This is an optimization exercise on Yosys and OpenROAD, whose aim is small area, not a production implementation.
In this exercise RTL edits were held to simulation tests only and were not proved equivalent to the original.

<file path="flow/design.v">
package overlay_pkg;
    typedef logic [10-1:0] coord_t;
    typedef coord_t [12-1:0] region_coords_t;
    typedef logic [2*(10+1)-1:0] area_t;
    typedef logic [7-1:0] shade_t;
    typedef logic [12-1:0] region_mask_t;
endpackage
module box_snapshot (
    input  logic                        clk,
    input  logic                        reset,
    input  logic                        vsync_i,
    input  logic [12-1:0][10-1:0] min_x_i,
    input  logic [12-1:0][10-1:0] max_x_i,
    input  logic [12-1:0][10-1:0] min_y_i,
    input  logic [12-1:0][10-1:0] max_y_i,
    output logic [12-1:0][10-1:0] snap_min_x_o,
    output logic [12-1:0][10-1:0] snap_max_x_o,
    output logic [12-1:0][10-1:0] snap_min_y_o,
    output logic [12-1:0][10-1:0] snap_max_y_o,
    output logic [12/2-1:0][10-1:0] next_min_x_o,
    output logic [12/2-1:0][10-1:0] next_max_x_o,
    output logic [12/2-1:0][10-1:0] next_min_y_o,
    output logic [12/2-1:0][10-1:0] next_max_y_o,
    output logic                        take_snap_o,
    output logic                        loaded_o
);
    localparam int H = 12 / 2;
    logic       vsync_meta;
    logic       vsync_sync;
    logic       vsync_prev;
    logic       vsync_end;
    logic       vsync_end_next;
    logic [2:0] event_cnt;
    logic [2:0] event_cnt_next;
    logic       take_snap;
    always_ff @(posedge clk or posedge reset) begin
        if (reset) begin
            vsync_meta <= 1'b0;
            vsync_sync <= 1'b0;
            vsync_prev <= 1'b0;
        end else begin
            vsync_meta <= vsync_i;
            vsync_sync <= vsync_meta;
            vsync_prev <= vsync_sync;
        end
    end
    assign vsync_end = vsync_prev & ~vsync_sync;
    always_comb begin
        if (take_snap) begin
            event_cnt_next = '0;
        end else if (vsync_end) begin
            event_cnt_next = event_cnt + 3'd1;
        end else begin
            event_cnt_next = event_cnt;
        end
    end
    always_ff @(posedge clk or posedge reset) begin
        if (reset) begin
            event_cnt <= '0;
        end else begin
            event_cnt <= event_cnt_next;
        end
    end
    assign vsync_end_next = vsync_sync & ~vsync_meta;
    always_ff @(posedge clk or posedge reset) begin
        if (reset) begin
            take_snap <= 1'b0;
            loaded_o  <= 1'b0;
        end else begin
            take_snap <= vsync_end_next && (event_cnt_next == 3'(5 - 1));
            if (take_snap) loaded_o <= 1'b1;
        end
    end
    assign take_snap_o = take_snap;
    always_comb begin
        for (int k = 0; k < H; k++) begin
            next_min_x_o[k] = take_snap ? min_x_i[k] : snap_min_x_o[k + H];
            next_max_x_o[k] = take_snap ? max_x_i[k] : snap_max_x_o[k + H];
            next_min_y_o[k] = take_snap ? min_y_i[k] : snap_min_y_o[k + H];
            next_max_y_o[k] = take_snap ? max_y_i[k] : snap_max_y_o[k + H];
        end
    end
    always_ff @(posedge clk) begin
        for (int k = 0; k < H; k++) begin
            snap_min_x_o[k] <= next_min_x_o[k];
            snap_max_x_o[k] <= next_max_x_o[k];
            snap_min_y_o[k] <= next_min_y_o[k];
            snap_max_y_o[k] <= next_max_y_o[k];
            snap_min_x_o[k + H] <= take_snap ? min_x_i[k + H] : snap_min_x_o[k];
            snap_max_x_o[k + H] <= take_snap ? max_x_i[k + H] : snap_max_x_o[k];
            snap_min_y_o[k + H] <= take_snap ? min_y_i[k + H] : snap_min_y_o[k];
            snap_max_y_o[k + H] <= take_snap ? max_y_i[k + H] : snap_max_y_o[k];
        end
    end
endmodule
module box_area_filter (
    input  logic                        clk,
    input  logic                        reset,
    input  logic [12/2-1:0][10-1:0] next_min_x_i,
    input  logic [12/2-1:0][10-1:0] next_max_x_i,
    input  logic [12/2-1:0][10-1:0] next_min_y_i,
    input  logic [12/2-1:0][10-1:0] next_max_y_i,
    input  logic                        take_snap_i,
    input  logic                        loaded_i,
    input  logic [15-1:0]    area_thresh_i,
    output overlay_pkg::region_mask_t   region_valid_o
);
    localparam int H = 12 / 2;
    logic [16:0]  unit_a [H];
    logic [16:0]  area_p [H];
    logic [16:0]  area_q [H];
    logic [14:0]  thresh;
    logic [14:0]  thresh_q;
    logic         loaded_q;
    logic         after_snap_q;
    logic         odd;
    logic         odd_q;
    logic [H-1:0] keep_x_d;
    logic [H-1:0] keep_x_q;
    logic [H-1:0] keep_p;
    logic [H-1:0] keep_q;
    logic [H-1:0] valid_p;
    logic [H-1:0] valid_q;
    for (genvar k = 0; k < H; k++) begin : g_unit
        box_area_unit u_unit (
            .x0     (next_min_x_i[k]),
            .x1     (next_max_x_i[k]),
            .y0     (next_min_y_i[k]),
            .y1     (next_max_y_i[k]),
            .is_box (unit_a[k][16]),
            .sat    (unit_a[k][15]),
            .low    (unit_a[k][14:0])
        );
    end
    assign thresh = (area_thresh_i != '0) ? area_thresh_i : 15'(16);
    logic [14:0] nthresh;
    logic [14:0] nthresh_q;
    assign nthresh   = ~thresh;
    assign nthresh_q = ~thresh_q;
    always_ff @(posedge clk) begin
        for (int k = 0; k < H; k++) begin
            area_p[k] <= unit_a[k];
            area_q[k] <= area_p[k];
        end
        thresh_q <= thresh;
        keep_x_q <= keep_x_d;
    end
    always_ff @(posedge clk or posedge reset) begin
        if (reset) begin
            odd          <= 1'b0;
            odd_q        <= 1'b0;
            after_snap_q <= 1'b0;
            loaded_q     <= 1'b0;
        end else begin
            odd          <= take_snap_i | ~odd;
            odd_q        <= odd;
            after_snap_q <= take_snap_i;
            loaded_q     <= loaded_i;
        end
    end
    for (genvar k = 0; k < H; k++) begin : g_keep
        box_keep u_keep_x (.a(area_q[k]), .nt(nthresh),   .keep(keep_x_d[k]));
        box_keep u_keep_p (.a(area_p[k]), .nt(nthresh_q), .keep(keep_p[k]));
        box_keep u_keep_q (.a(area_q[k]), .nt(nthresh_q), .keep(keep_q[k]));
    end
    always_comb begin
        for (int k = 0; k < H; k++) begin
            if (after_snap_q) begin
                valid_p[k] = odd_q ? keep_q[k] : keep_x_q[k];
                valid_q[k] = odd_q ? keep_x_q[k] : keep_q[k];
            end else begin
                valid_p[k] = keep_p[k];
                valid_q[k] = keep_q[k];
            end
        end
    end
    assign region_valid_o = loaded_q ? {valid_q, valid_p} : '0;
endmodule
module box_keep (
    input  logic [16:0] a,
    input  logic [14:0] nt,
    output logic        keep
);
    logic [15:1] c;
    assign c[1] = a[0] | nt[0];
    for (genvar i = 1; i < 15; i++) begin : g_bit
        ovl_maj u_maj (.a(a[i]), .b(nt[i]), .c(c[i]), .y(c[i+1]));
    end
    assign keep = a[16] & (a[15] | c[15]);
endmodule
module ovl_maj (input logic a, b, c, output logic y);
    assign y = (a & b) | (a & c) | (b & c);
endmodule
module box_area_unit (
    input  logic [9:0]  x0, x1, y0, y1,
    output logic        is_box,
    output logic        sat,
    output logic [14:0] low
);
    logic big;
    logic [16:0] p;
    logic [9:0] dx, dy, hx, hy;
    logic [9:0] nb1;
    logic [9:0] nb23;
    logic n2, n3, n4, n5, n6, n7, n8, n9, n10, n11, n12, n13, n14, n15, n16, n17;
    logic n18, n19, n20, n21, n22, n24, n25, n26, n27, n28, n29, n30, n31, n32, n33, n34;
    logic n35, n36, n37, n38, n39, n40, n41, n42, n43, n44, n138, n139, n140, n141, n142, n143;
    logic n144, n145, n146, n147, n148, n149, n150, n151, n152, n153, n154, n155, n156, n157, n158, n159;
    logic n160, n161, n162, n163, n164, n165, n166, n167, n168, n169, n170, n171, n172, n173, n174, n175;
    logic n176, n177, n178, n179, n180, n181, n182, n183, n184, n185, n186, n187, n188, n189, n190, n191;
    logic n192, n193, n194, n195, n196, n197, n198, n199, n200, n201, n202, n203, n204, n205, n206, n207;
    logic n208, n209, n210, n211, n212, n213, n214, n215, n216, n217, n218, n219, n220, n221, n222, n223;
    logic n224, n225, n226, n227, n228, n229, n230, n231, n232, n233, n234, n235, n236, n237, n238, n239;
    logic n240, n241, n242, n243, n244, n245, n246, n247, n248, n249, n250, n251, n252, n253, n254, n255;
    logic n256, n257, n258, n259, n260, n261, n262, n263, n264, n265, n266, n267, n268, n269, n270, n271;
    logic n272, n273, n274, n275, n276, n277, n278, n279, n280, n281, n282, n283, n284, n285, n286, n287;
    logic n288, n289, n290, n291, n292, n293, n294, n295, n296, n297, n298, n299, n300, n301, n302, n303;
    logic n304, n305, n306, n307, n308, n309, n310, n311, n312, n313, n314, n315, n316, n317, n318, n319;
    logic n320, n321, n322, n323, n324, n325, n326, n327, n328, n329, n330, n331, n332, n333, n334, n335;
    logic n336, n337, n338, n339, p45, p46, p47, p48, p49, p50, p51, p52, p53, p54, p55, p56;
    logic p57, p58, p59, p60, p61, p62, p63, p64, p65, p66, p67, p68, p69, p70, p71, p72;
    logic p73, p74, p75, p76, p77, p78, p79, p80, p81, p82, p83, p84, p85, p86, p87, p88;
    logic p89, p90, p91, p92, p93, p94, p95, p96, p97, p98, p99, p100, p101, p102, p103, p104;
    logic p105, p106, p107, p108, p109, p110, p111, p112, p113, p114, p115, p116, p117, p118, p119, p120;
    logic p121, p122, p123, p124, p125, p126, p127, p128, p129, p130, p131, p132, p133, p134, p135, p136;
    logic p137;
    assign nb1 = ~x0;
    assign n2 = ~(x1[0] ^ nb1[0]);
    assign n3 = x1[0] | nb1[0];
    ovl_fa u_n4 (.a(x1[1]), .b(nb1[1]), .c(n3), .s(n4), .co(n5));
    ovl_fa u_n6 (.a(x1[2]), .b(nb1[2]), .c(n5), .s(n6), .co(n7));
    ovl_fa u_n8 (.a(x1[3]), .b(nb1[3]), .c(n7), .s(n8), .co(n9));
    ovl_fa u_n10 (.a(x1[4]), .b(nb1[4]), .c(n9), .s(n10), .co(n11));
    ovl_fa u_n12 (.a(x1[5]), .b(nb1[5]), .c(n11), .s(n12), .co(n13));
    ovl_fa u_n14 (.a(x1[6]), .b(nb1[6]), .c(n13), .s(n14), .co(n15));
    ovl_fa u_n16 (.a(x1[7]), .b(nb1[7]), .c(n15), .s(n16), .co(n17));
    ovl_fa u_n18 (.a(x1[8]), .b(nb1[8]), .c(n17), .s(n18), .co(n19));
    ovl_fa u_n20 (.a(x1[9]), .b(nb1[9]), .c(n19), .s(n20), .co(n21));
    assign n22 = n21 ? 1'b1 : 1'b0;
    assign nb23 = ~y0;
    assign n24 = ~(y1[0] ^ nb23[0]);
    assign n25 = y1[0] | nb23[0];
    ovl_fa u_n26 (.a(y1[1]), .b(nb23[1]), .c(n25), .s(n26), .co(n27));
    ovl_fa u_n28 (.a(y1[2]), .b(nb23[2]), .c(n27), .s(n28), .co(n29));
    ovl_fa u_n30 (.a(y1[3]), .b(nb23[3]), .c(n29), .s(n30), .co(n31));
    ovl_fa u_n32 (.a(y1[4]), .b(nb23[4]), .c(n31), .s(n32), .co(n33));
    ovl_fa u_n34 (.a(y1[5]), .b(nb23[5]), .c(n33), .s(n34), .co(n35));
    ovl_fa u_n36 (.a(y1[6]), .b(nb23[6]), .c(n35), .s(n36), .co(n37));
    ovl_fa u_n38 (.a(y1[7]), .b(nb23[7]), .c(n37), .s(n38), .co(n39));
    ovl_fa u_n40 (.a(y1[8]), .b(nb23[8]), .c(n39), .s(n40), .co(n41));
    ovl_fa u_n42 (.a(y1[9]), .b(nb23[9]), .c(n41), .s(n42), .co(n43));
    assign n44 = n43 ? 1'b1 : 1'b0;
    assign p45 = n4 & n26;
    assign p46 = n4 & n28;
    assign p47 = n4 & n30;
    assign p48 = n4 & n32;
    assign p49 = n4 & n34;
    assign p50 = n4 & n36;
    assign p51 = n4 & n38;
    assign p52 = n4 & n40;
    assign p53 = n4 & n42;
    assign p54 = n6 & n26;
    assign p55 = n6 & n28;
    assign p56 = n6 & n30;
    assign p57 = n6 & n32;
    assign p58 = n6 & n34;
    assign p59 = n6 & n36;
    assign p60 = n6 & n38;
    assign p61 = n6 & n40;
    assign p62 = n6 & n42;
    assign p63 = n8 & n26;
    assign p64 = n8 & n28;
    assign p65 = n8 & n30;
    assign p66 = n8 & n32;
    assign p67 = n8 & n34;
    assign p68 = n8 & n36;
    assign p69 = n8 & n38;
    assign p70 = n8 & n40;
    assign p71 = n8 & n42;
    assign p72 = n10 & n26;
    assign p73 = n10 & n28;
    assign p74 = n10 & n30;
    assign p75 = n10 & n32;
    assign p76 = n10 & n34;
    assign p77 = n10 & n36;
    assign p78 = n10 & n38;
    assign p79 = n10 & n40;
    assign p80 = n10 & n42;
    assign p81 = n12 & n26;
    assign p82 = n12 & n28;
    assign p83 = n12 & n30;
    assign p84 = n12 & n32;
    assign p85 = n12 & n34;
    assign p86 = n12 & n36;
    assign p87 = n12 & n38;
    assign p88 = n12 & n40;
    assign p89 = n12 & n42;
    assign p90 = n14 & n26;
    assign p91 = n14 & n28;
    assign p92 = n14 & n30;
    assign p93 = n14 & n32;
    assign p94 = n14 & n34;
    assign p95 = n14 & n36;
    assign p96 = n14 & n38;
    assign p97 = n14 & n40;
    assign p98 = n16 & n26;
    assign p99 = n16 & n28;
    assign p100 = n16 & n30;
    assign p101 = n16 & n32;
    assign p102 = n16 & n34;
    assign p103 = n16 & n36;
    assign p104 = n16 & n38;
    assign p105 = n18 & n26;
    assign p106 = n18 & n28;
    assign p107 = n18 & n30;
    assign p108 = n18 & n32;
    assign p109 = n18 & n34;
    assign p110 = n18 & n36;
    assign p111 = n20 & n26;
    assign p112 = n20 & n28;
    assign p113 = n20 & n30;
    assign p114 = n20 & n32;
    assign p115 = n20 & n34;
    assign p116 = n24 ? n2 : n4;
    assign p117 = n24 ? n4 : n6;
    assign p118 = n24 ? n6 : n8;
    assign p119 = n24 ? n8 : n10;
    assign p120 = n24 ? n10 : n12;
    assign p121 = n24 ? n12 : n14;
    assign p122 = n24 ? n14 : n16;
    assign p123 = n24 ? n16 : n18;
    assign p124 = n24 ? n18 : n20;
    assign p125 = n24 & n20;
    assign p126 = ~n2 & n26;
    assign p127 = n2 ? n26 : n28;
    assign p128 = n2 ? n28 : n30;
    assign p129 = n2 ? n30 : n32;
    assign p130 = n2 ? n32 : n34;
    assign p131 = n2 ? n34 : n36;
    assign p132 = n2 ? n36 : n38;
    assign p133 = n2 ? n38 : n40;
    assign p134 = n2 ? n40 : n42;
    assign p135 = n2 & n42;
    assign p136 = ~(n2 | n24);
    assign p137 = n2 | n24;
    ovl_ha u_n138 (.a(p76), .b(p84), .s(n138), .co(n139));
    ovl_fa u_n140 (.a(p85), .b(p77), .c(p93), .s(n140), .co(n141));
    ovl_ha u_n142 (.a(p100), .b(p69), .s(n142), .co(n143));
    ovl_ha u_n144 (.a(p86), .b(p94), .s(n144), .co(n145));
    ovl_ha u_n146 (.a(p65), .b(p57), .s(n146), .co(n147));
    ovl_fa u_n148 (.a(p66), .b(p74), .c(p58), .s(n148), .co(n149));
    ovl_ha u_n150 (.a(p82), .b(p50), .s(n150), .co(n151));
    ovl_fa u_n152 (.a(p75), .b(p67), .c(p83), .s(n152), .co(n153));
    ovl_fa u_n154 (.a(p59), .b(p91), .c(p51), .s(n154), .co(n155));
    ovl_ha u_n156 (.a(p98), .b(p123), .s(n156), .co(n157));
    ovl_fa u_n158 (.a(n138), .b(p68), .c(p92), .s(n158), .co(n159));
    ovl_fa u_n160 (.a(p60), .b(p99), .c(p105), .s(n160), .co(n161));
    ovl_fa u_n162 (.a(p52), .b(p124), .c(p134), .s(n162), .co(n163));
    ovl_fa u_n164 (.a(n139), .b(n140), .c(n142), .s(n164), .co(n165));
    ovl_fa u_n166 (.a(p106), .b(p61), .c(p111), .s(n166), .co(n167));
    ovl_fa u_n168 (.a(p53), .b(p125), .c(p135), .s(n168), .co(n169));
    ovl_fa u_n170 (.a(n144), .b(n141), .c(p101), .s(n170), .co(n171));
    ovl_fa u_n172 (.a(p78), .b(n143), .c(p107), .s(n172), .co(n173));
    ovl_fa u_n174 (.a(p70), .b(p112), .c(p62), .s(n174), .co(n175));
    ovl_fa u_n176 (.a(p95), .b(n145), .c(p102), .s(n176), .co(n177));
    ovl_fa u_n178 (.a(p87), .b(p108), .c(p79), .s(n178), .co(n179));
    ovl_ha u_n180 (.a(p113), .b(p71), .s(n180), .co(n181));
    ovl_fa u_n182 (.a(p103), .b(p96), .c(p109), .s(n182), .co(n183));
    ovl_ha u_n184 (.a(p88), .b(p114), .s(n184), .co(n185));
    ovl_ha u_n186 (.a(p104), .b(p110), .s(n186), .co(n187));
    ovl_ha u_n188 (.a(p55), .b(p47), .s(n188), .co(n189));
    ovl_fa u_n190 (.a(p56), .b(p64), .c(p48), .s(n190), .co(n191));
    ovl_ha u_n192 (.a(p72), .b(p120), .s(n192), .co(n193));
    ovl_fa u_n194 (.a(p73), .b(n146), .c(p49), .s(n194), .co(n195));
    ovl_fa u_n196 (.a(p81), .b(p121), .c(p131), .s(n196), .co(n197));
    ovl_fa u_n198 (.a(n147), .b(p90), .c(n148), .s(n198), .co(n199));
    ovl_fa u_n200 (.a(n150), .b(p122), .c(p132), .s(n200), .co(n201));
    ovl_fa u_n202 (.a(n149), .b(n152), .c(n151), .s(n202), .co(n203));
    ovl_fa u_n204 (.a(n154), .b(p133), .c(n156), .s(n204), .co(n205));
    ovl_fa u_n206 (.a(n153), .b(n158), .c(n155), .s(n206), .co(n207));
    ovl_fa u_n208 (.a(n157), .b(n160), .c(n162), .s(n208), .co(n209));
    ovl_fa u_n210 (.a(n159), .b(n164), .c(n161), .s(n210), .co(n211));
    ovl_fa u_n212 (.a(n166), .b(n163), .c(n168), .s(n212), .co(n213));
    ovl_fa u_n214 (.a(n170), .b(n165), .c(n172), .s(n214), .co(n215));
    ovl_fa u_n216 (.a(n167), .b(n174), .c(n169), .s(n216), .co(n217));
    ovl_fa u_n218 (.a(n171), .b(n176), .c(n173), .s(n218), .co(n219));
    ovl_fa u_n220 (.a(n178), .b(n180), .c(n175), .s(n220), .co(n221));
    ovl_fa u_n222 (.a(n177), .b(n179), .c(p80), .s(n222), .co(n223));
    ovl_fa u_n224 (.a(n182), .b(n181), .c(n184), .s(n224), .co(n225));
    ovl_fa u_n226 (.a(p97), .b(n186), .c(n183), .s(n226), .co(n227));
    ovl_fa u_n228 (.a(p115), .b(p89), .c(n185), .s(n228), .co(n229));
    ovl_ha u_n230 (.a(p46), .b(p54), .s(n230), .co(n231));
    ovl_fa u_n232 (.a(p63), .b(n188), .c(p119), .s(n232), .co(n233));
    ovl_fa u_n234 (.a(n189), .b(n190), .c(p130), .s(n234), .co(n235));
    ovl_fa u_n236 (.a(n191), .b(n193), .c(n194), .s(n236), .co(n237));
    ovl_fa u_n238 (.a(n195), .b(n197), .c(n198), .s(n238), .co(n239));
    ovl_fa u_n240 (.a(n199), .b(n202), .c(n201), .s(n240), .co(n241));
    ovl_fa u_n242 (.a(n203), .b(n206), .c(n205), .s(n242), .co(n243));
    ovl_fa u_n244 (.a(n207), .b(n210), .c(n209), .s(n244), .co(n245));
    ovl_fa u_n246 (.a(n211), .b(n214), .c(n213), .s(n246), .co(n247));
    ovl_fa u_n248 (.a(n215), .b(n218), .c(n220), .s(n248), .co(n249));
    ovl_fa u_n250 (.a(n219), .b(n222), .c(n224), .s(n250), .co(n251));
    ovl_fa u_n252 (.a(n223), .b(n226), .c(n225), .s(n252), .co(n253));
    ovl_ha u_n254 (.a(n187), .b(n227), .s(n254), .co(n255));
    ovl_ha u_n256 (.a(p137), .b(p116), .s(n256), .co(n257));
    ovl_fa u_n258 (.a(p45), .b(p117), .c(p127), .s(n258), .co(n259));
    ovl_fa u_n260 (.a(n230), .b(p118), .c(p128), .s(n260), .co(n261));
    ovl_fa u_n262 (.a(n231), .b(p129), .c(n232), .s(n262), .co(n263));
    ovl_fa u_n264 (.a(n233), .b(n192), .c(n234), .s(n264), .co(n265));
    ovl_fa u_n266 (.a(n235), .b(n236), .c(n196), .s(n266), .co(n267));
    ovl_fa u_n268 (.a(n237), .b(n200), .c(n238), .s(n268), .co(n269));
    ovl_fa u_n270 (.a(n239), .b(n240), .c(n204), .s(n270), .co(n271));
    ovl_fa u_n272 (.a(n241), .b(n242), .c(n208), .s(n272), .co(n273));
    ovl_fa u_n274 (.a(n243), .b(n212), .c(n244), .s(n274), .co(n275));
    ovl_fa u_n276 (.a(n216), .b(n245), .c(n246), .s(n276), .co(n277));
    ovl_fa u_n278 (.a(n217), .b(n248), .c(n247), .s(n278), .co(n279));
    ovl_fa u_n280 (.a(n221), .b(n250), .c(n249), .s(n280), .co(n281));
    ovl_fa u_n282 (.a(n228), .b(n251), .c(n252), .s(n282), .co(n283));
    ovl_fa u_n284 (.a(n229), .b(n254), .c(n253), .s(n284), .co(n285));
    ovl_ha u_n286 (.a(p126), .b(n256), .s(n286), .co(n287));
    ovl_fa u_n288 (.a(n257), .b(n258), .c(n287), .s(n288), .co(n289));
    ovl_fa u_n290 (.a(n259), .b(n260), .c(n289), .s(n290), .co(n291));
    ovl_fa u_n292 (.a(n261), .b(n262), .c(n291), .s(n292), .co(n293));
    ovl_fa u_n294 (.a(n263), .b(n264), .c(n293), .s(n294), .co(n295));
    ovl_fa u_n296 (.a(n265), .b(n266), .c(n295), .s(n296), .co(n297));
    ovl_fa u_n298 (.a(n267), .b(n268), .c(n297), .s(n298), .co(n299));
    ovl_fa u_n300 (.a(n269), .b(n270), .c(n299), .s(n300), .co(n301));
    ovl_fa u_n302 (.a(n271), .b(n272), .c(n301), .s(n302), .co(n303));
    ovl_ha u_n304 (.a(n273), .b(n274), .s(n304), .co(n305));
    ovl_fa u_n306 (.a(n275), .b(n276), .c(n305), .s(n306), .co(n307));
    ovl_fa u_n308 (.a(n277), .b(n278), .c(n307), .s(n308), .co(n309));
    assign n310 = ~(n273 ^ n274);
    assign n311 = n273 | n274;
    ovl_fa u_n312 (.a(n275), .b(n276), .c(n311), .s(n312), .co(n313));
    ovl_fa u_n314 (.a(n277), .b(n278), .c(n313), .s(n314), .co(n315));
    assign n316 = n303 ? n310 : n304;
    assign n317 = n303 ? n312 : n306;
    assign n318 = n303 ? n314 : n308;
    assign n319 = n303 ? n315 : n309;
    ovl_ha u_n320 (.a(n280), .b(n279), .s(n320), .co(n321));
    ovl_fa u_n322 (.a(n282), .b(n281), .c(n321), .s(n322), .co(n323));
    ovl_fa u_n324 (.a(n283), .b(n284), .c(n323), .s(n324), .co(n325));
    ovl_fa u_n326 (.a(n255), .b(n285), .c(n325), .s(n326), .co(n327));
    assign n328 = ~(n280 ^ n279);
    assign n329 = n280 | n279;
    ovl_fa u_n330 (.a(n282), .b(n281), .c(n329), .s(n330), .co(n331));
    ovl_fa u_n332 (.a(n283), .b(n284), .c(n331), .s(n332), .co(n333));
    ovl_fa u_n334 (.a(n255), .b(n285), .c(n333), .s(n334), .co(n335));
    assign n336 = n319 ? n328 : n320;
    assign n337 = n319 ? n330 : n322;
    assign n338 = n319 ? n332 : n324;
    assign n339 = n319 ? n334 : n326;
    assign dx = {n20, n18, n16, n14, n12, n10, n8, n6, n4, n2};
    assign dy = {n42, n40, n38, n36, n34, n32, n30, n28, n26, n24};
    assign p = {n339, n338, n337, n336, n318, n317, n316, n302, n300, n298, n296, n294, n292, n290, n288, n286, p136};
    assign hx[9] = dx[9];
    assign hy[9] = dy[9];
    assign hx[8] = hx[9] | dx[8];
    assign hy[8] = hy[9] | dy[8];
    assign hx[7] = hx[8] | dx[7];
    assign hy[7] = hy[8] | dy[7];
    assign hx[6] = hx[7] | dx[6];
    assign hy[6] = hy[7] | dy[6];
    assign hx[5] = hx[6] | dx[5];
    assign hy[5] = hy[6] | dy[5];
    assign hx[4] = hx[5] | dx[4];
    assign hy[4] = hy[5] | dy[4];
    assign hx[3] = hx[4] | dx[3];
    assign hy[3] = hy[4] | dy[3];
    assign hx[2] = hx[3] | dx[2];
    assign hy[2] = hy[3] | dy[2];
    assign hx[1] = hx[2] | dx[1];
    assign hy[1] = hy[2] | dy[1];
    assign hx[0] = hx[1] | dx[0];
    assign hy[0] = hy[1] | dy[0];
    assign big = (hx[6] & hy[9]) | (hx[7] & hy[8]) | (hx[8] & hy[7]) | (hx[9] & hy[6]);
    assign is_box = n22 & n44 & (x0 != 10'd641) & (y0 != 10'd641);
    assign sat = big | p[16] | p[15];
    assign low = p[14:0];
endmodule
module ovl_fa (input logic a, b, c, output logic s, co);
    assign s  = a ^ b ^ c;
    assign co = (a & b) | (a & c) | (b & c);
endmodule
module ovl_ha (input logic a, b, output logic s, co);
    assign s  = a ^ b;
    assign co = a & b;
endmodule
module box_outline (
    input  logic                        clk,
    input  logic                        reset,
    input  overlay_pkg::coord_t         draw_x_i,
    input  overlay_pkg::coord_t         draw_y_i,
    input  logic [12-1:0][10-1:0] snap_min_x_i,
    input  logic [12-1:0][10-1:0] snap_max_x_i,
    input  logic [12-1:0][10-1:0] snap_min_y_i,
    input  logic [12-1:0][10-1:0] snap_max_y_i,
    input  overlay_pkg::region_mask_t   region_valid_i,
    output logic                        outline_hit_o
);
    function automatic logic [1:0] cmp(input logic [9:0] a, input logic [9:0] b);
        logic ge, eq, p;
        ge = 1'b1;
        eq = 1'b1;
        for (int i = 0; i < 10; i++) begin
            p  = ~(a[i] ^ b[i]);
            ge = p ? ge : a[i];
            eq = eq & p;
        end
        cmp = {ge, eq};
    endfunction
    logic [1:0] cx0 [12];
    logic [1:0] cx1 [12];
    logic [1:0] cy0 [12];
    logic [1:0] cy1 [12];
    overlay_pkg::region_mask_t region_hit;
    always_comb begin
        for (int r = 0; r < 12; r++) begin
            cx0[r] = cmp(draw_x_i, snap_min_x_i[r]);
            cx1[r] = cmp(snap_max_x_i[r], draw_x_i);
            cy0[r] = cmp(draw_y_i, snap_min_y_i[r]);
            cy1[r] = cmp(snap_max_y_i[r], draw_y_i);
            region_hit[r] = region_valid_i[r] &
                (((cy0[r][0] | cy1[r][0]) & cx0[r][1] & cx1[r][1]) |
                 ((cx0[r][0] | cx1[r][0]) & cy0[r][1] & cy1[r][1]));
        end
    end
    always_ff @(posedge clk or posedge reset) begin
        if (reset) begin
            outline_hit_o <= 1'b0;
        end else begin
            outline_hit_o <= |region_hit;
        end
    end
endmodule
module pixel_shade (
    input  logic                 clk,
    input  logic                 reset,
    input  logic [8-1:0] pixel_i,
    input  overlay_pkg::shade_t  brightness_i,
    input  logic                 outline_hit_i,
    input  logic                 highlight_i,
    output overlay_pkg::shade_t  red_o,
    output overlay_pkg::shade_t  green_o,
    output overlay_pkg::shade_t  blue_o
);
    overlay_pkg::shade_t       gray_d;
    overlay_pkg::shade_t       gray_q;
    overlay_pkg::shade_t       gray_out_q;
    logic                      red_q;
    gray_mul u_gray_mul (
        .a (pixel_i[8-1 -: 7]),
        .b (brightness_i),
        .p (gray_d)
    );
    always_ff @(posedge clk or posedge reset) begin
        if (reset) begin
            gray_q     <= '0;
            gray_out_q <= '0;
            red_q      <= 1'b0;
        end else begin
            gray_q     <= gray_d;
            gray_out_q <= gray_q;
            red_q      <= outline_hit_i & highlight_i;
        end
    end
    assign red_o   = gray_out_q | {7{red_q}};
    assign green_o = gray_out_q & {7{~red_q}};
    assign blue_o  = green_o;
endmodule
module gray_mul (
    input  logic [6:0] a,
    input  logic [6:0] b,
    output logic [6:0] p
);
    logic g1, g2, g3, g4, g5, g6, g7, g8, g9, g10, g11, g12, g13, g14, g15, g16;
    logic g17, g18, g19, g20, g21, g22, g23, g24, g25, g26, g27, g28, g29, g30, g31, g32;
    logic g33, g34, g35, g36, g37, g38, g39, g40, g41, g42, g43, g44, g45, g46, g47, g48;
    logic g49, g50, g51, g52, g53, g54, g55, g56, g57, g58, g59, g60, g61, g62, g63, g64;
    logic g65, g66, g67, g68, g69, g70, g71, g72, g73, g74, g75, g76, g77, g78, g79, g80;
    logic g81, g82, g83, g84, g85, g86, g87, g88, g89, g90, g91, g92, g93, g94, g95, g96;
    logic g97, g98, g99, g100, g101, g102, g103, g104, g105, g106, g107, g108, g109, g110, g111, g112;
    logic g113, g114, g115, g116, g117, g118, g119, g120, g121, g122, g123, g124, g125, g126, g127, g128;
    logic g129, g130, g131, g132, g133;
    assign g1 = a[0] & b[0];
    assign g2 = a[0] & b[1];
    assign g3 = a[0] & b[2];
    assign g4 = a[0] & b[3];
    assign g5 = a[0] & b[4];
    assign g6 = a[0] & b[5];
    assign g7 = a[0] & b[6];
    assign g8 = a[1] & b[0];
    assign g9 = a[1] & b[1];
    assign g10 = a[1] & b[2];
    assign g11 = a[1] & b[3];
    assign g12 = a[1] & b[4];
    assign g13 = a[1] & b[5];
    assign g14 = a[1] & b[6];
    assign g15 = a[2] & b[0];
    assign g16 = a[2] & b[1];
    assign g17 = a[2] & b[2];
    assign g18 = a[2] & b[3];
    assign g19 = a[2] & b[4];
    assign g20 = a[2] & b[5];
    assign g21 = a[2] & b[6];
    assign g22 = a[3] & b[0];
    assign g23 = a[3] & b[1];
    assign g24 = a[3] & b[2];
    assign g25 = a[3] & b[3];
    assign g26 = a[3] & b[4];
    assign g27 = a[3] & b[5];
    assign g28 = a[3] & b[6];
    assign g29 = a[4] & b[0];
    assign g30 = a[4] & b[1];
    assign g31 = a[4] & b[2];
    assign g32 = a[4] & b[3];
    assign g33 = a[4] & b[4];
    assign g34 = a[4] & b[5];
    assign g35 = a[4] & b[6];
    assign g36 = a[5] & b[0];
    assign g37 = a[5] & b[1];
    assign g38 = a[5] & b[2];
    assign g39 = a[5] & b[3];
    assign g40 = a[5] & b[4];
    assign g41 = a[5] & b[5];
    assign g42 = a[5] & b[6];
    assign g43 = a[6] & b[0];
    assign g44 = a[6] & b[1];
    assign g45 = a[6] & b[2];
    assign g46 = a[6] & b[3];
    assign g47 = a[6] & b[4];
    assign g48 = a[6] & b[5];
    assign g49 = a[6] & b[6];
    ovl_ha u_g50 (.a(g7), .b(g13), .s(g50), .co(g51));
    ovl_ha u_g52 (.a(g14), .b(g20), .s(g52), .co(g53));
    ovl_ha u_g54 (.a(g5), .b(g11), .s(g54), .co(g55));
    ovl_fa u_g56 (.a(g6), .b(g12), .c(g18), .s(g56), .co(g57));
    ovl_ha u_g58 (.a(g24), .b(g30), .s(g58), .co(g59));
    ovl_fa u_g60 (.a(g50), .b(g19), .c(g25), .s(g60), .co(g61));
    ovl_fa u_g62 (.a(g31), .b(g37), .c(g43), .s(g62), .co(g63));
    ovl_fa u_g64 (.a(g51), .b(g52), .c(g26), .s(g64), .co(g65));
    ovl_fa u_g66 (.a(g32), .b(g38), .c(g44), .s(g66), .co(g67));
    ovl_fa u_g68 (.a(g53), .b(g21), .c(g27), .s(g68), .co(g69));
    ovl_fa u_g70 (.a(g33), .b(g39), .c(g45), .s(g70), .co(g71));
    ovl_fa u_g72 (.a(g28), .b(g34), .c(g40), .s(g72), .co(g73));
    ovl_ha u_g74 (.a(g4), .b(g10), .s(g74), .co(g75));
    ovl_fa u_g76 (.a(g54), .b(g17), .c(g23), .s(g76), .co(g77));
    ovl_fa u_g78 (.a(g55), .b(g56), .c(g58), .s(g78), .co(g79));
    ovl_fa u_g80 (.a(g57), .b(g59), .c(g60), .s(g80), .co(g81));
    ovl_fa u_g82 (.a(g61), .b(g63), .c(g64), .s(g82), .co(g83));
    ovl_fa u_g84 (.a(g65), .b(g67), .c(g68), .s(g84), .co(g85));
    ovl_fa u_g86 (.a(g69), .b(g71), .c(g72), .s(g86), .co(g87));
    ovl_fa u_g88 (.a(g73), .b(g35), .c(g41), .s(g88), .co(g89));
    ovl_ha u_g90 (.a(g3), .b(g9), .s(g90), .co(g91));
    ovl_fa u_g92 (.a(g74), .b(g16), .c(g22), .s(g92), .co(g93));
    ovl_fa u_g94 (.a(g75), .b(g76), .c(g29), .s(g94), .co(g95));
    ovl_fa u_g96 (.a(g77), .b(g78), .c(g36), .s(g96), .co(g97));
    ovl_fa u_g98 (.a(g79), .b(g80), .c(g62), .s(g98), .co(g99));
    ovl_fa u_g100 (.a(g81), .b(g82), .c(g66), .s(g100), .co(g101));
    ovl_fa u_g102 (.a(g83), .b(g84), .c(g70), .s(g102), .co(g103));
    ovl_fa u_g104 (.a(g85), .b(g86), .c(g46), .s(g104), .co(g105));
    ovl_fa u_g106 (.a(g87), .b(g88), .c(g47), .s(g106), .co(g107));
    ovl_fa u_g108 (.a(g89), .b(g42), .c(g48), .s(g108), .co(g109));
    ovl_ha u_g110 (.a(g2), .b(g8), .s(g110), .co(g111));
    ovl_fa u_g112 (.a(g90), .b(g15), .c(g111), .s(g112), .co(g113));
    ovl_fa u_g114 (.a(g91), .b(g92), .c(g113), .s(g114), .co(g115));
    ovl_fa u_g116 (.a(g93), .b(g94), .c(g115), .s(g116), .co(g117));
    ovl_fa u_g118 (.a(g95), .b(g96), .c(g117), .s(g118), .co(g119));
    ovl_fa u_g120 (.a(g97), .b(g98), .c(g119), .s(g120), .co(g121));
    ovl_fa u_g122 (.a(g99), .b(g100), .c(g121), .s(g122), .co(g123));
    ovl_fa u_g124 (.a(g101), .b(g102), .c(g123), .s(g124), .co(g125));
    ovl_fa u_g126 (.a(g103), .b(g104), .c(g125), .s(g126), .co(g127));
    ovl_fa u_g128 (.a(g105), .b(g106), .c(g127), .s(g128), .co(g129));
    ovl_fa u_g130 (.a(g107), .b(g108), .c(g129), .s(g130), .co(g131));
    ovl_fa u_g132 (.a(g109), .b(g49), .c(g131), .s(g132), .co(g133));
    assign p = {g133, g132, g130, g128, g126, g124, g122};
endmodule
module overlay_top (
    input  logic                        clk,
    input  logic                        reset,
    input  logic                        vsync_i,
    input  logic [12-1:0][10-1:0] region_min_x_i,
    input  logic [12-1:0][10-1:0] region_max_x_i,
    input  logic [12-1:0][10-1:0] region_min_y_i,
    input  logic [12-1:0][10-1:0] region_max_y_i,
    input  overlay_pkg::coord_t         draw_x_i,
    input  overlay_pkg::coord_t         draw_y_i,
    input  logic [8-1:0]       pixel_i,
    input  overlay_pkg::shade_t         brightness_i,
    input  logic [15-1:0]    area_thresh_i,
    input  logic                        highlight_i,
    output overlay_pkg::shade_t         red_o,
    output overlay_pkg::shade_t         green_o,
    output overlay_pkg::shade_t         blue_o
);
    logic [12-1:0][10-1:0] snap_min_x;
    logic [12-1:0][10-1:0] snap_max_x;
    logic [12-1:0][10-1:0] snap_min_y;
    logic [12-1:0][10-1:0] snap_max_y;
    logic [12/2-1:0][10-1:0] next_min_x;
    logic [12/2-1:0][10-1:0] next_max_x;
    logic [12/2-1:0][10-1:0] next_min_y;
    logic [12/2-1:0][10-1:0] next_max_y;
    logic                        take_snap;
    logic                        loaded;
    overlay_pkg::region_mask_t   region_valid;
    logic                        outline_hit;
    box_snapshot u_box_snapshot (
        .clk          (clk),
        .reset        (reset),
        .vsync_i      (vsync_i),
        .min_x_i      (region_min_x_i),
        .max_x_i      (region_max_x_i),
        .min_y_i      (region_min_y_i),
        .max_y_i      (region_max_y_i),
        .snap_min_x_o (snap_min_x),
        .snap_max_x_o (snap_max_x),
        .snap_min_y_o (snap_min_y),
        .snap_max_y_o (snap_max_y),
        .next_min_x_o (next_min_x),
        .next_max_x_o (next_max_x),
        .next_min_y_o (next_min_y),
        .next_max_y_o (next_max_y),
        .take_snap_o  (take_snap),
        .loaded_o     (loaded)
    );
    box_area_filter u_box_area_filter (
        .clk            (clk),
        .reset          (reset),
        .next_min_x_i   (next_min_x),
        .next_max_x_i   (next_max_x),
        .next_min_y_i   (next_min_y),
        .next_max_y_i   (next_max_y),
        .take_snap_i    (take_snap),
        .loaded_i       (loaded),
        .area_thresh_i  (area_thresh_i),
        .region_valid_o (region_valid)
    );
    box_outline u_box_outline (
        .clk            (clk),
        .reset          (reset),
        .draw_x_i       (draw_x_i),
        .draw_y_i       (draw_y_i),
        .snap_min_x_i   (snap_min_x),
        .snap_max_x_i   (snap_max_x),
        .snap_min_y_i   (snap_min_y),
        .snap_max_y_i   (snap_max_y),
        .region_valid_i (region_valid),
        .outline_hit_o  (outline_hit)
    );
    pixel_shade u_pixel_shade (
        .clk           (clk),
        .reset         (reset),
        .pixel_i       (pixel_i),
        .brightness_i  (brightness_i),
        .outline_hit_i (outline_hit),
        .highlight_i   (highlight_i),
        .red_o         (red_o),
        .green_o       (green_o),
        .blue_o        (blue_o)
    );
endmodule
</file>
<file path="flow/flow/run.sh">
#!/bin/bash
# The standard layout with two changes:
#  - the smallest buffer (buf_1) as the port buffer instead of the delay buffer
#    buffer_ports picks on its own; every input and output still gets its own
#    buffer;
#  - clock tree synthesis without dummy loads (-dont_use_dummy_load), which
#    CTS otherwise adds only to even out the tree's branches.
set -euo pipefail
export BUFFER_PORTS_ARGS="-buffer_cell sky130_fd_sc_hd__buf_1"
export CTS_ARGS="-sink_clustering_enable -repair_clock_nets -sink_clustering_size 25 -sink_clustering_max_diameter 80 -buf_list sky130_fd_sc_hd__clkbuf_16 -dont_use_dummy_load"
bash standard.sh finish > standard_flow.log 2>&1
</file>
<file path="flow/standard.sh">
#!/bin/bash
# synth_recipe.tcl (not shown) runs the flow's synth.tcl, then flattens the netlist and writes it again
# the make line also repeats each setting of config.mk as NAME=value (left out here)
make -C /OpenROAD-flow-scripts/flow DESIGN_CONFIG=/design/flow/config.mk WORK_HOME=/design/flow/orfs CLKGATE_MAP_FILE= SYNTH_SCRIPT=/design/flow/synth_recipe.tcl "${@:-finish}"
</file>
<file path="flow/config.mk">
export PLATFORM = sky130hd
export DESIGN_NAME = overlay_top
export DESIGN_NICKNAME = overlay_top
export VERILOG_FILES = /design/flow/design.v
export SDC_FILE = /design/flow/constraint.sdc
export NUM_CORES = 4
export LEC_CHECK = 0
export CAP_MARGIN = 20
export CORE_MARGIN = 2
export CORE_UTILIZATION = 40
export SETUP_SLACK_MARGIN = 0.1
export SLEW_MARGIN = 20
export SYNTH_HIERARCHICAL = 1
</file>
<file path="flow/constraint.sdc">
create_clock -name core_clock -period 10.0 [get_ports {clk}]
set_input_delay 2.0000 -clock core_clock [delete_from_list [all_inputs] [get_ports {clk}]]
set_output_delay 2.0000 -clock core_clock [all_outputs]
set_load 0.01 [all_outputs]
</file>
==> flow_summary.toml, run 1 <==
[placed_design]
post-place-ws_ns = -0.551
io_buffers = 553
place_congestion = 0.965
postPlaceCellArea_mm2 = 0.0599
dpl.hpwl_mm = 165

[clocking]
clock_latency_ns = 0.70
cts_root_buf = "clkbuf_16"
path_clk_slew_ns = 0.08
numCtsBuffers = 49
cts.sinks = 733
cts_htree_levels = 2
clk_path_buf_depth = 3
cts_tree = "done"

[floorplan]
dieArea_mm2 = 0.144
die_h_um = 380
fp-row-count = 137
num_io_pins = 555
die_x_um = 380
core_mm2 = 0.140
initial_core_util = 0.404

[finish]
regArea_mm2 = 0.0148
final_common_cell = "dfxtp_1"
multiInputGateArea_mm2 = 0.0380
layout_common_cells = "dfxtp_1, fa_1, mux2_2"
layout.nets = 6893
n_fill_cell = 13432
stdcell_area_mm2 = 0.0613
drive_gt1_frac = 0.211
layout-area-overhead-vs-synth_pct = 8.44

[grt]
antenna_found_initial = 30
grtUsageTotal = 0.276
grt_pass1_vias = 42869
grt_first_pass_wirelength_mm = 293
overflow = 0
grt_max_degree = 41

[synth]
synth_edf_count = 0
ys_types = 96
synth_area_leader_cell = "dfxtp_1"
async_flop_share = 0.0382
synth_xor_area_frac = 0.0260
synth.area.mux_share = 0.123
synth_top_family_by_area = "adder cells"
synth-simple-area-share = 0.126
synth-seq-cells = 733
netlist_instances = 5157
synthFlopType = "dfxtp_1"
synth-adder-area-share = 0.329
syn_nets = 6484
ys_warn_count = 19
synth_compound_area_frac = 0.0682
syn_area_per_cell_um2 = 11.0
synth_top_area_share = 0.250
synthTopCellsByArea = "dfxtp_1, fa_1, mux2_2"
ys_seq_area_frac = 0.262
synth_area_mm2 = 0.0565

[route]
drc = 0
wl_per_cell_um = 27.2
wirelength_mm = 203
vias_per_cell = 5.57
drtIter0Drc = 3632
first_pass_iters = 6
ant_nets = 0
num_vias = 41519

[sta]
finalSetupViolations = 0
fin_ws_ns = 0.259
final_hold_viol_count = 0
period_share = 0.974
period_needed_ns = 9.74
fmax_mhz = 103
rsz0062_at_grt = "yes"
slew_viol_final = 0
fin_skew_ns = 0.104
worst_pin_slew_ns = 1.23
slew_headroom = 0.157

[min_path]
hold_path.class = "reg2reg"

[worst_setup_path]
worst_setup_path_end_kind = "flip-flop"
worstPathArrival_ns = 10.22
critical_path_class = "in2reg"
cp.required_ns = 10.48
start_kind = "input pin"
critPathMaxFanout = 6

[status]
status = "finished clean"

[job]
maxCapViolations = 0
==> state kept, by name (all words and copies together) (netlist names), 3 cells and up <==
name                         cells
u_pixel_shade.gray_out_q         7
u_pixel_shade.gray_q             7
u_box_snapshot.snap_max_x_o    120
u_box_snapshot.snap_max_y_o    120
u_box_area_filter.area_q       102
u_box_snapshot.snap_min_y_o    120
u_box_area_filter.area_p       102
u_box_snapshot.event_cnt         3
u_box_snapshot.snap_min_x_o    120
u_box_area_filter.thresh_q      15
u_box_area_filter.keep_x_q       6
==> modules after synthesis (local to each module, per instance), excerpt <==
module	copies in the design	flops+latches	cells inside	cell area [um2]
ovl_maj	252	0	1	11.3
ovl_ha	109	0	1	12.5
gray_mul	1	0	55	353
ovl_fa	611	0	1	20.0
box_keep	18	0	2	13.8
box_outline	1	1	1623	10800
==> logic make-up (layout without fill, tap and decap cells) <==
family          Yosys count  count (layout)
simple gates           1216            1216
fa+ha+maj              1166            1166
buf+inv                 736            1143
flops                   733             733
mux                     613             613
compound gates          525             525
xor+xnor                168             168
other cells               0              13
==> final timing paths <==
kind                            slack [ns]                               to  cells past startpoint                       startpoint
worst min-delay path                  0.31  u_box_area_filter.area_q[1][14]                      0  u_box_area_filter.area_p[1][14]
min in group asynchronous             1.38      u_box_outline.outline_hit_o                      2                            reset
max in group asynchronous             8.01              u_pixel_shade.red_q                      2                            reset
worst min register to register        0.31  u_box_area_filter.area_q[1][14]                      0  u_box_area_filter.area_p[1][14]
worst max-delay path                  0.26  u_box_area_filter.area_p[1][15]                     25               region_max_y_i[10]
worst max register to register        0.57  u_box_area_filter.area_p[1][15]                     25         u_box_snapshot.take_snap
==> critical path, cell delays in order <==
cell      delay, ns
clkbuf_2       0.17
mux2_2         0.32
inv_1          0.07
ha_1           0.15
inv_1          0.05
fa_1           0.38
fa_1           0.41
fa_2           0.46
fa_1           0.39
fa_1           0.39
fa_1           0.40
fa_1           0.40
fa_2           0.36
fa_2           0.57
and2_1         0.20
fa_1           0.38
fa_1           0.51
fa_1           0.43
fa_1           0.43
ha_1           0.21
fa_1           0.39
fa_1           0.39
fa_1           0.46
nor3b_2        0.22
o21bai_2       0.09
==> metrics by stage <==
stage                     TNS (ns)  utilization  hold WS, ns  cells
after floorplan                  0            -        0.324   5157
after global placement       -4.63        0.428        0.330   7389
after detailed placement     -5.97        0.428        0.332   7389
after CTS                        0        0.437        0.312   7438
after global routing             0        0.438        0.315   7446
final                            0        0.438        0.310   7453
==> timing repair <==
item                                    4_1_cts  5_1_grt
endpoints found under the setup margin        0       10
gates resized for setup                       0       16
hold buffers                                  0        0
setup buffers                                 0        1
==> cells in the mapped netlist (all sizes together) (8+ instances only) <==
master	instances
dfxtp	705
fa	611
mux2	594
and2	483
maj3	373
inv	370
buf	257
ha	182
nand2	143
nor2b	116
clkbuf	109
nor2	103
xor2	89
nand2b	85
o21ai	82
xnor2	79
a21oi	78
nor4	51
nand4	46
o22ai	43
nand3	40
nor3	37
or2	30
dfrtp	28
o221ai	27
a2111oi	24
o21a	22
a221oi	21
a22o	20
o21bai	20
a22oi	19
mux2i	19
a211oi	18
a31oi	18
o2111ai	17
nor4b	14
o211ai	14
a221o	12
and4	11
nand4b	11
a21boi	9
a21bo	8
a2bb2oi	8
==> cell type report <==
type	instances	share of cell area
antenna	13	0.000531
clock buffer	49	0.0200
inverter	370	0.0227
multi-input combinational	3688	0.620
sequential	733	0.242
tap	1876	0.0383
timing repair buffer	724	0.0562
==> layer usage <==
metal / track usage / up-vias / part of all wire
met2: 0.445 / 1764 / 0.46
met1: 0.369 / 21112 / 0.42
li1: - / 18276 / -
met4: 0.105 / 14 / 0.043
met5: 0 / - / 0.00084
met3: 0.0482 / 353 / 0.075
==> run 2: changes to the inputs <==
--- a/flow/design.v
+++ b/flow/design.v
@@ -17,14 +17,14 @@
     output logic [12-1:0][10-1:0] snap_max_x_o,
     output logic [12-1:0][10-1:0] snap_min_y_o,
     output logic [12-1:0][10-1:0] snap_max_y_o,
-    output logic [12/2-1:0][10-1:0] next_min_x_o,
-    output logic [12/2-1:0][10-1:0] next_max_x_o,
-    output logic [12/2-1:0][10-1:0] next_min_y_o,
-    output logic [12/2-1:0][10-1:0] next_max_y_o,
+    output logic [12/3-1:0][10-1:0] next_min_x_o,
+    output logic [12/3-1:0][10-1:0] next_max_x_o,
+    output logic [12/3-1:0][10-1:0] next_min_y_o,
+    output logic [12/3-1:0][10-1:0] next_max_y_o,
     output logic                        take_snap_o,
     output logic                        loaded_o
 );
-    localparam int H = 12 / 2;
+    localparam int G = 12 / 3;
     logic       vsync_meta;
     logic       vsync_sync;
     logic       vsync_prev;
@@ -73,108 +73,156 @@
     end
     assign take_snap_o = take_snap;
     always_comb begin
-        for (int k = 0; k < H; k++) begin
-            next_min_x_o[k] = take_snap ? min_x_i[k] : snap_min_x_o[k + H];
-            next_max_x_o[k] = take_snap ? max_x_i[k] : snap_max_x_o[k + H];
-            next_min_y_o[k] = take_snap ? min_y_i[k] : snap_min_y_o[k + H];
-            next_max_y_o[k] = take_snap ? max_y_i[k] : snap_max_y_o[k + H];
+        for (int u = 0; u < G; u++) begin
+            next_min_x_o[u] = take_snap ? min_x_i[u] : snap_min_x_o[u + 2*G];
+            next_max_x_o[u] = take_snap ? max_x_i[u] : snap_max_x_o[u + 2*G];
+            next_min_y_o[u] = take_snap ? min_y_i[u] : snap_min_y_o[u + 2*G];
+            next_max_y_o[u] = take_snap ? max_y_i[u] : snap_max_y_o[u + 2*G];
         end
     end
     always_ff @(posedge clk) begin
-        for (int k = 0; k < H; k++) begin
-            snap_min_x_o[k] <= next_min_x_o[k];
-            snap_max_x_o[k] <= next_max_x_o[k];
-            snap_min_y_o[k] <= next_min_y_o[k];
-            snap_max_y_o[k] <= next_max_y_o[k];
-            snap_min_x_o[k + H] <= take_snap ? min_x_i[k + H] : snap_min_x_o[k];
-            snap_max_x_o[k + H] <= take_snap ? max_x_i[k + H] : snap_max_x_o[k];
-            snap_min_y_o[k + H] <= take_snap ? min_y_i[k + H] : snap_min_y_o[k];
-            snap_max_y_o[k + H] <= take_snap ? max_y_i[k + H] : snap_max_y_o[k];
+        for (int u = 0; u < G; u++) begin
+            snap_min_x_o[u] <= next_min_x_o[u];
+            snap_max_x_o[u] <= next_max_x_o[u];
+            snap_min_y_o[u] <= next_min_y_o[u];
+            snap_max_y_o[u] <= next_max_y_o[u];
+            snap_min_x_o[u + G] <= take_snap ? min_x_i[u + G] : snap_min_x_o[u];
+            snap_max_x_o[u + G] <= take_snap ? max_x_i[u + G] : snap_max_x_o[u];
+            snap_min_y_o[u + G] <= take_snap ? min_y_i[u + G] : snap_min_y_o[u];
+            snap_max_y_o[u + G] <= take_snap ? max_y_i[u + G] : snap_max_y_o[u];
+            snap_min_x_o[u + 2*G] <= take_snap ? min_x_i[u + 2*G] : snap_min_x_o[u + G];
+            snap_max_x_o[u + 2*G] <= take_snap ? max_x_i[u + 2*G] : snap_max_x_o[u + G];
+            snap_min_y_o[u + 2*G] <= take_snap ? min_y_i[u + 2*G] : snap_min_y_o[u + G];
+            snap_max_y_o[u + 2*G] <= take_snap ? max_y_i[u + 2*G] : snap_max_y_o[u + G];
         end
     end
 endmodule
 module box_area_filter (
     input  logic                        clk,
     input  logic                        reset,
-    input  logic [12/2-1:0][10-1:0] next_min_x_i,
-    input  logic [12/2-1:0][10-1:0] next_max_x_i,
-    input  logic [12/2-1:0][10-1:0] next_min_y_i,
-    input  logic [12/2-1:0][10-1:0] next_max_y_i,
+    input  logic [12/3-1:0][10-1:0] next_min_x_i,
+    input  logic [12/3-1:0][10-1:0] next_max_x_i,
+    input  logic [12/3-1:0][10-1:0] next_min_y_i,
+    input  logic [12/3-1:0][10-1:0] next_max_y_i,
     input  logic                        take_snap_i,
     input  logic                        loaded_i,
     input  logic [15-1:0]    area_thresh_i,
     output overlay_pkg::region_mask_t   region_valid_o
 );
-    localparam int H = 12 / 2;
-    logic [16:0]  unit_a [H];
-    logic [16:0]  area_p [H];
-    logic [16:0]  area_q [H];
+    localparam int G = 12 / 3;
+    logic [16:0]  unit_a [G];
+    logic [16:0]  area_p [G];
+    logic [16:0]  area_q [G];
+    logic [16:0]  area_r [G];
     logic [14:0]  thresh;
     logic [14:0]  thresh_q;
+    logic [14:0]  thresh_qq;
+    logic [14:0]  nthresh;
+    logic [14:0]  nthresh_q;
+    logic [14:0]  nthresh_qq;
     logic         loaded_q;
-    logic         after_snap_q;
-    logic         odd;
-    logic         odd_q;
-    logic [H-1:0] keep_x_d;
-    logic [H-1:0] keep_x_q;
-    logic [H-1:0] keep_p;
-    logic [H-1:0] keep_q;
-    logic [H-1:0] valid_p;
-    logic [H-1:0] valid_q;
-    for (genvar k = 0; k < H; k++) begin : g_unit
+    logic         loaded_qq;
+    logic         take_q;
+    logic         take_qq;
+    logic [1:0]   phase;
+    logic [1:0]   phase_q;
+    logic [1:0]   phase_qq;
+    logic [G-1:0] keep_x_d;
+    logic [G-1:0] keep_x;
+    logic [G-1:0] keep_z_d;
+    logic [G-1:0] keep_z;
+    logic [G-1:0] keep_z2;
+    logic [G-1:0] keep_p;
+    logic [G-1:0] keep_q;
+    logic [G-1:0] keep_r;
+    logic [G-1:0] valid_0;
+    logic [G-1:0] valid_1;
+    logic [G-1:0] valid_2;
+    for (genvar u = 0; u < G; u++) begin : g_unit
         box_area_unit u_unit (
-            .x0     (next_min_x_i[k]),
-            .x1     (next_max_x_i[k]),
-            .y0     (next_min_y_i[k]),
-            .y1     (next_max_y_i[k]),
-            .is_box (unit_a[k][16]),
-            .sat    (unit_a[k][15]),
-            .low    (unit_a[k][14:0])
+            .x0     (next_min_x_i[u]),
+            .x1     (next_max_x_i[u]),
+            .y0     (next_min_y_i[u]),
+            .y1     (next_max_y_i[u]),
+            .is_box (unit_a[u][16]),
+            .sat    (unit_a[u][15]),
+            .low    (unit_a[u][14:0])
         );
     end
-    assign thresh = (area_thresh_i != '0) ? area_thresh_i : 15'(16);
-    logic [14:0] nthresh;
-    logic [14:0] nthresh_q;
-    assign nthresh   = ~thresh;
-    assign nthresh_q = ~thresh_q;
+    assign thresh     = (area_thresh_i != '0) ? area_thresh_i : 15'(16);
+    assign nthresh    = ~thresh;
+    assign nthresh_q  = ~thresh_q;
+    assign nthresh_qq = ~thresh_qq;
+    for (genvar u = 0; u < G; u++) begin : g_keep
+        box_keep u_keep_x (.a(area_r[u]), .nt(nthresh_q),  .keep(keep_x_d[u]));
+        box_keep u_keep_z (.a(area_r[u]), .nt(nthresh),    .keep(keep_z_d[u]));
+        box_keep u_keep_p (.a(area_q[u]), .nt(nthresh_qq), .keep(keep_p[u]));
+        box_keep u_keep_q (.a(area_r[u]), .nt(nthresh_qq), .keep(keep_q[u]));
+        box_keep u_keep_r (.a(area_p[u]), .nt(nthresh_qq), .keep(keep_r[u]));
+    end
     always_ff @(posedge clk) begin
-        for (int k = 0; k < H; k++) begin
-            area_p[k] <= unit_a[k];
-            area_q[k] <= area_p[k];
-        end
-        thresh_q <= thresh;
-        keep_x_q <= keep_x_d;
+        for (int u = 0; u < G; u++) begin
+            area_p[u] <= unit_a[u];
+            area_q[u] <= area_p[u];
+            area_r[u] <= area_q[u];
+        end
+        thresh_q  <= thresh;
+        thresh_qq <= thresh_q;
+        keep_x    <= keep_x_d;
+        keep_z    <= keep_z_d;
+        keep_z2   <= keep_z;
     end
     always_ff @(posedge clk or posedge reset) begin
         if (reset) begin
-            odd          <= 1'b0;
-            odd_q        <= 1'b0;
-            after_snap_q <= 1'b0;
-            loaded_q     <= 1'b0;
+            phase     <= 2'd0;
+            phase_q   <= 2'd0;
+            phase_qq  <= 2'd0;
+            take_q    <= 1'b0;
+            take_qq   <= 1'b0;
+            loaded_q  <= 1'b0;
+            loaded_qq <= 1'b0;
         end else begin
-            odd          <= take_snap_i | ~odd;
-            odd_q        <= odd;
-            after_snap_q <= take_snap_i;
-            loaded_q     <= loaded_i;
+            phase     <= (take_snap_i || phase == 2'd2) ? 2'd0 : phase + 2'd1;
+            phase_q   <= phase;
+            phase_qq  <= phase_q;
+            take_q    <= take_snap_i;
+            take_qq   <= take_q;
+            loaded_q  <= loaded_i;
+            loaded_qq <= loaded_q;
         end
     end
-    for (genvar k = 0; k < H; k++) begin : g_keep
-        box_keep u_keep_x (.a(area_q[k]), .nt(nthresh),   .keep(keep_x_d[k]));
-        box_keep u_keep_p (.a(area_p[k]), .nt(nthresh_q), .keep(keep_p[k]));
-        box_keep u_keep_q (.a(area_q[k]), .nt(nthresh_q), .keep(keep_q[k]));
-    end
     always_comb begin
-        for (int k = 0; k < H; k++) begin
-            if (after_snap_q) begin
-                valid_p[k] = odd_q ? keep_q[k] : keep_x_q[k];
-                valid_q[k] = odd_q ? keep_x_q[k] : keep_q[k];
+        for (int u = 0; u < G; u++) begin
+            if (take_q) begin
+                valid_0[u] = keep_p[u];
+                valid_1[u] = keep_q[u];
+                valid_2[u] = keep_x[u];
+            end else if (take_qq) begin
+                case (phase_qq)
+                    2'd0: begin
+                        valid_0[u] = keep_q[u];
+                        valid_1[u] = keep_x[u];
+                        valid_2[u] = keep_z2[u];
+                    end
+                    2'd1: begin
+                        valid_0[u] = keep_x[u];
+                        valid_1[u] = keep_z2[u];
+                        valid_2[u] = keep_q[u];
+                    end
+                    default: begin
+                        valid_0[u] = keep_z2[u];
+                        valid_1[u] = keep_q[u];
+                        valid_2[u] = keep_x[u];
+                    end
+                endcase
             end else begin
-                valid_p[k] = keep_p[k];
-                valid_q[k] = keep_q[k];
+                valid_0[u] = keep_p[u];
+                valid_1[u] = keep_q[u];
+                valid_2[u] = keep_r[u];
             end
         end
     end
-    assign region_valid_o = loaded_q ? {valid_q, valid_p} : '0;
+    assign region_valid_o = loaded_qq ? {valid_2, valid_1, valid_0} : '0;
 endmodule
 module box_keep (
     input  logic [16:0] a,
@@ -513,25 +561,22 @@
     logic [1:0] cx1 [12];
     logic [1:0] cy0 [12];
     logic [1:0] cy1 [12];
-    overlay_pkg::region_mask_t region_hit;
+    overlay_pkg::region_mask_t on_border;
+    overlay_pkg::region_mask_t on_border_q;
     always_comb begin
         for (int r = 0; r < 12; r++) begin
             cx0[r] = cmp(draw_x_i, snap_min_x_i[r]);
             cx1[r] = cmp(snap_max_x_i[r], draw_x_i);
             cy0[r] = cmp(draw_y_i, snap_min_y_i[r]);
             cy1[r] = cmp(snap_max_y_i[r], draw_y_i);
-            region_hit[r] = region_valid_i[r] &
-                (((cy0[r][0] | cy1[r][0]) & cx0[r][1] & cx1[r][1]) |
-                 ((cx0[r][0] | cx1[r][0]) & cy0[r][1] & cy1[r][1]));
+            on_border[r] = ((cy0[r][0] | cy1[r][0]) & cx0[r][1] & cx1[r][1]) |
+                           ((cx0[r][0] | cx1[r][0]) & cy0[r][1] & cy1[r][1]);
         end
     end
-    always_ff @(posedge clk or posedge reset) begin
-        if (reset) begin
-            outline_hit_o <= 1'b0;
-        end else begin
-            outline_hit_o <= |region_hit;
-        end
+    always_ff @(posedge clk) begin
+        on_border_q <= on_border;
     end
+    assign outline_hit_o = |(region_valid_i & on_border_q);
 endmodule
 module pixel_shade (
     input  logic                 clk,
@@ -697,10 +742,10 @@
     logic [12-1:0][10-1:0] snap_max_x;
     logic [12-1:0][10-1:0] snap_min_y;
     logic [12-1:0][10-1:0] snap_max_y;
-    logic [12/2-1:0][10-1:0] next_min_x;
-    logic [12/2-1:0][10-1:0] next_max_x;
-    logic [12/2-1:0][10-1:0] next_min_y;
-    logic [12/2-1:0][10-1:0] next_max_y;
+    logic [12/3-1:0][10-1:0] next_min_x;
+    logic [12/3-1:0][10-1:0] next_max_x;
+    logic [12/3-1:0][10-1:0] next_min_y;
+    logic [12/3-1:0][10-1:0] next_max_y;
     logic                        take_snap;
     logic                        loaded;
     overlay_pkg::region_mask_t   region_valid;
==> run 2 against run 1 <==
  * Worst hold slack gained 0.0039 ns
  * Non-clock buffer count down 45
  * Synthesized cell count fell by 11%
  * Register-to-register slack better by 0.10 ns
  * Sequential cell count up 38
  * Critical path type unchanged
  * Die area decreased by 11%
==> flow_summary.toml, run 2 <==
[finish]
drive_gt1_frac = 0.217
final_common_cell = "dfxtp_1"
layout-area-overhead-vs-synth_pct = 8.86
stdcell_area_mm2 = 0.0548
layout_common_cells = "dfxtp_1, mux2_2, buf_1"
layout.nets = 6093

[synth]
synth_common_cells = "dfxtp_1, mux2_2, fa_1"
synth_edf_count = 0
syn_area_per_cell_um2 = 11.0
ys_seq_area_frac = 0.310
synth-seq-cells = 771
synthFlopType = "dfxtp_1"
ys_warn_count = 21
async_flop_share = 0.0428
synthTopCellsByArea = "dfxtp_1, fa_1, mux2_2"
synth_top_area_share = 0.293
syn_nets = 5666
ys_types = 96
synth_area_mm2 = 0.0504
synth_most_common_cell = "dfxtp_1"
synth_area_leader_cell = "dfxtp_1"
netlist_instances = 4572

[grt]
antenna_found_initial = 30
grt_max_degree = 40
grtUsageTotal = 0.266
overflow = 0
grt_first_pass_wirelength_mm = 254
grt_pass1_vias = 37965

[sta]
final_hold_viol_count = 0
finalSetupViolations = 0
period_share = 0.971
worst_pin_slew_ns = 1.17
fmax_mhz = 103
slew_viol_final = 0
period_needed_ns = 9.71
rsz0062_at_grt = "yes"
slew_headroom = 0.210
fin_setup_tns_ns = 0
fin_skew_ns = 0.101

[floorplan]
dieArea_mm2 = 0.129
fp-row-count = 130
core_mm2 = 0.125
die_x_um = 359
num_io_pins = 555
initial_core_util = 0.402
die_h_um = 359

[clocking]
numCtsBuffers = 46
cts_root_buf = "clkbuf_16"
cts_tree = "done"
clock_latency_ns = 0.65
cts.sinks = 771
clk_path_buf_depth = 3
cts_hold_buf = 0
cts_htree_levels = 2
path_clk_slew_ns = 0.10

[worst_setup_path]
start_kind = "input pin"
reg2reg_depth = 28
crit_path_start = "region_max_y_i[20]"
critical_path_class = "in2reg"
critPathMaxFanout = 7
timing.rr.start = "u_box_snapshot.take_snap"
worstPathArrival_ns = 10.26
cp.required_ns = 10.55
rrSetupSlack_ns = 0.67
r2r_end = "u_box_area_filter.area_p[3][15]"
worst_setup_path_end_kind = "flip-flop"

[status]
status = "finished clean"

[placed_design]
postPlaceCellArea_mm2 = 0.0536
place_congestion = 0.973
io_buffers = 553
dpl.hpwl_mm = 143

[min_path]
holdPathEnd = "u_box_area_filter.area_q[3][8]"
whs_path_depth = 0
hold_path.class = "reg2reg"
hold_path_startpoint = "u_box_area_filter.area_p[3][8]"

[route]
drc = 0
wl_met3_mm = 15.0
ant_nets = 0
num_vias = 36916
wirelength_mm = 176
wl_met1_mm = 75.0
dr.max_layer_used = "met5"
vias_per_cell = 5.54
wl_per_cell_um = 26.4
drtIter0Drc = 3225
first_pass_iters = 8
wl_met2_mm = 78.2

[job]
maxCapViolations = 0
run 2: cell count changes after synthesis, moves of 33 or more:
cell     before  now
buf_4       116   78
mux2_2      588  552
inv_1       361  305
and2_1      483  339
fa_1        611  419
ha_1        182  141
dfxtp_1     705  738
nor2b_1     116   76
run 2: per-layer routing:
layer  up-vias  track usage
met5         -            0
met1     18409        0.355
met2      1584        0.419
met4        16        0.104
li1      16589            -
met3       318       0.0616
run 2: worst max path at each step:
| stage | to | slack (ns) | cells past startpoint |
|---|---|---|---|
| 2_1_floorplan | u_box_area_filter.area_p[0][14] | 0.16 | 26 |
| 3_3_place_gp | u_box_area_filter.area_p[2][15] | -0.42 | 27 |
| 3_5_place_dp | u_box_area_filter.area_p[2][15] | -0.41 | 27 |
| 4_1_cts | u_box_area_filter.area_p[0][15] | 0.27 | 27 |
| 5_1_grt | u_box_area_filter.area_p[3][15] | 0.06 | 28 |
| 6_report | u_box_area_filter.area_p[2][15] | 0.29 | 27 |
run 2: through the flow:
step / std cells / utilization / hold WS (ns) / worst slack [ns]
finish: 6666 / 0.438 / 0.314 / 0.291
global route: 6656 / 0.438 / 0.306 / 0.0560
CTS: 6646 / 0.437 / 0.318 / 0.268
detailed placement: 6600 / 0.428 / 0.316 / -0.410
global placement: 6600 / 0.428 / 0.313 / -0.420
floorplan: 4572 / - / 0.310 / 0.155
run 2: logic make-up after synthesis:
logic type	share of synthesized area
AO/OA/AOI/OAI	0.0789
XOR/XNOR	0.0209
adder cells (fa/ha/maj)	0.287
buffers and inverters	0.0615
flip-flops	0.310
multiplexers	0.128
AND/OR/NAND/NOR	0.114
run 2: worst max-delay path: stages:
cell and delay, ns:
buf_1 0.21, mux2_2 0.34, inv_1 0.06, ha_1 0.13, inv_1 0.05, fa_1 0.39, fa_1 0.40, fa_1 0.40
fa_1 0.40, fa_1 0.40, fa_1 0.40, fa_1 0.42, fa_1 0.40, fa_2 0.62, nor2b_1 0.19, fa_1 0.45
fa_1 0.39, fa_1 0.40, fa_1 0.41, inv_1 0.07, ha_1 0.14, inv_1 0.05, fa_1 0.37, fa_1 0.39
fa_1 0.45, nor3_1 0.23, o21bai_2 0.07
run 2: layout make-up:
class / instances / area, um2
Antenna cell: 19 / 47.5
Clock buffer: 46 / 1150
Fill cell: 12030 / 70400
Inverter: 312 / 1170
Multi-Input combinational cell: 3189 / 31700
Sequential cell: 771 / 15600
Tap cell: 1650 / 2060
Timing Repair Buffer: 679 / 3070
run 2: what timing repair did:
item / in CTS / in global routing
setup endpoints to repair: 0 / 8
buffers inserted: 0 / 1
resized for setup: 0 / 8
run 2: per-module statistics from Yosys (local to each module, per instance), excerpt:
module	times used	cells	flops+latches	cell area, um2
box_area_filter	1	381	256	5850
box_area_unit	4	179	0	1170
box_keep	20	2	0	13.8
box_outline	1	1531	12	10300
box_snapshot	1	1036	488	15900
gray_mul	1	55	0	353
ovl_fa	419	1	0	20.0
ovl_ha	75	1	0	12.5
ovl_maj	280	1	0	11.3
pixel_shade	1	39	15	542

afterwards: timing with drivers on the ports:
Ports are ideal in the flow. The routed layouts listed here were re-timed in OpenROAD.
Step 1, drivers: a clkbuf_16 drives clk and a buf_2 each remaining input, both assumed.
Step 2, shift: input delay + t, output delay - t, t = (earliest + latest rising clock arrival at the registers) / 2. This alone moves slack from input paths to output paths.
a / b / c = ideal ports / drivers / drivers and shift; a / b = the first two.
| run | shift t [ns] | slack for setup (ns) | worst slew at a driven data input, ns |
|---|---|---|---|
| run 1 | 0.731 | 0.259 / 0.315 / -0.415 | 0.21 |
| run 2 | 0.692 | 0.291 / 0.352 / -0.340 | 0.26 |
With both steps, setup timing fails in run 1 and run 2, where it was met with ideal ports. For run 1, which loses most, drivers alone change the setup slack by +0.056 ns; drivers and shift together by -0.674 ns.
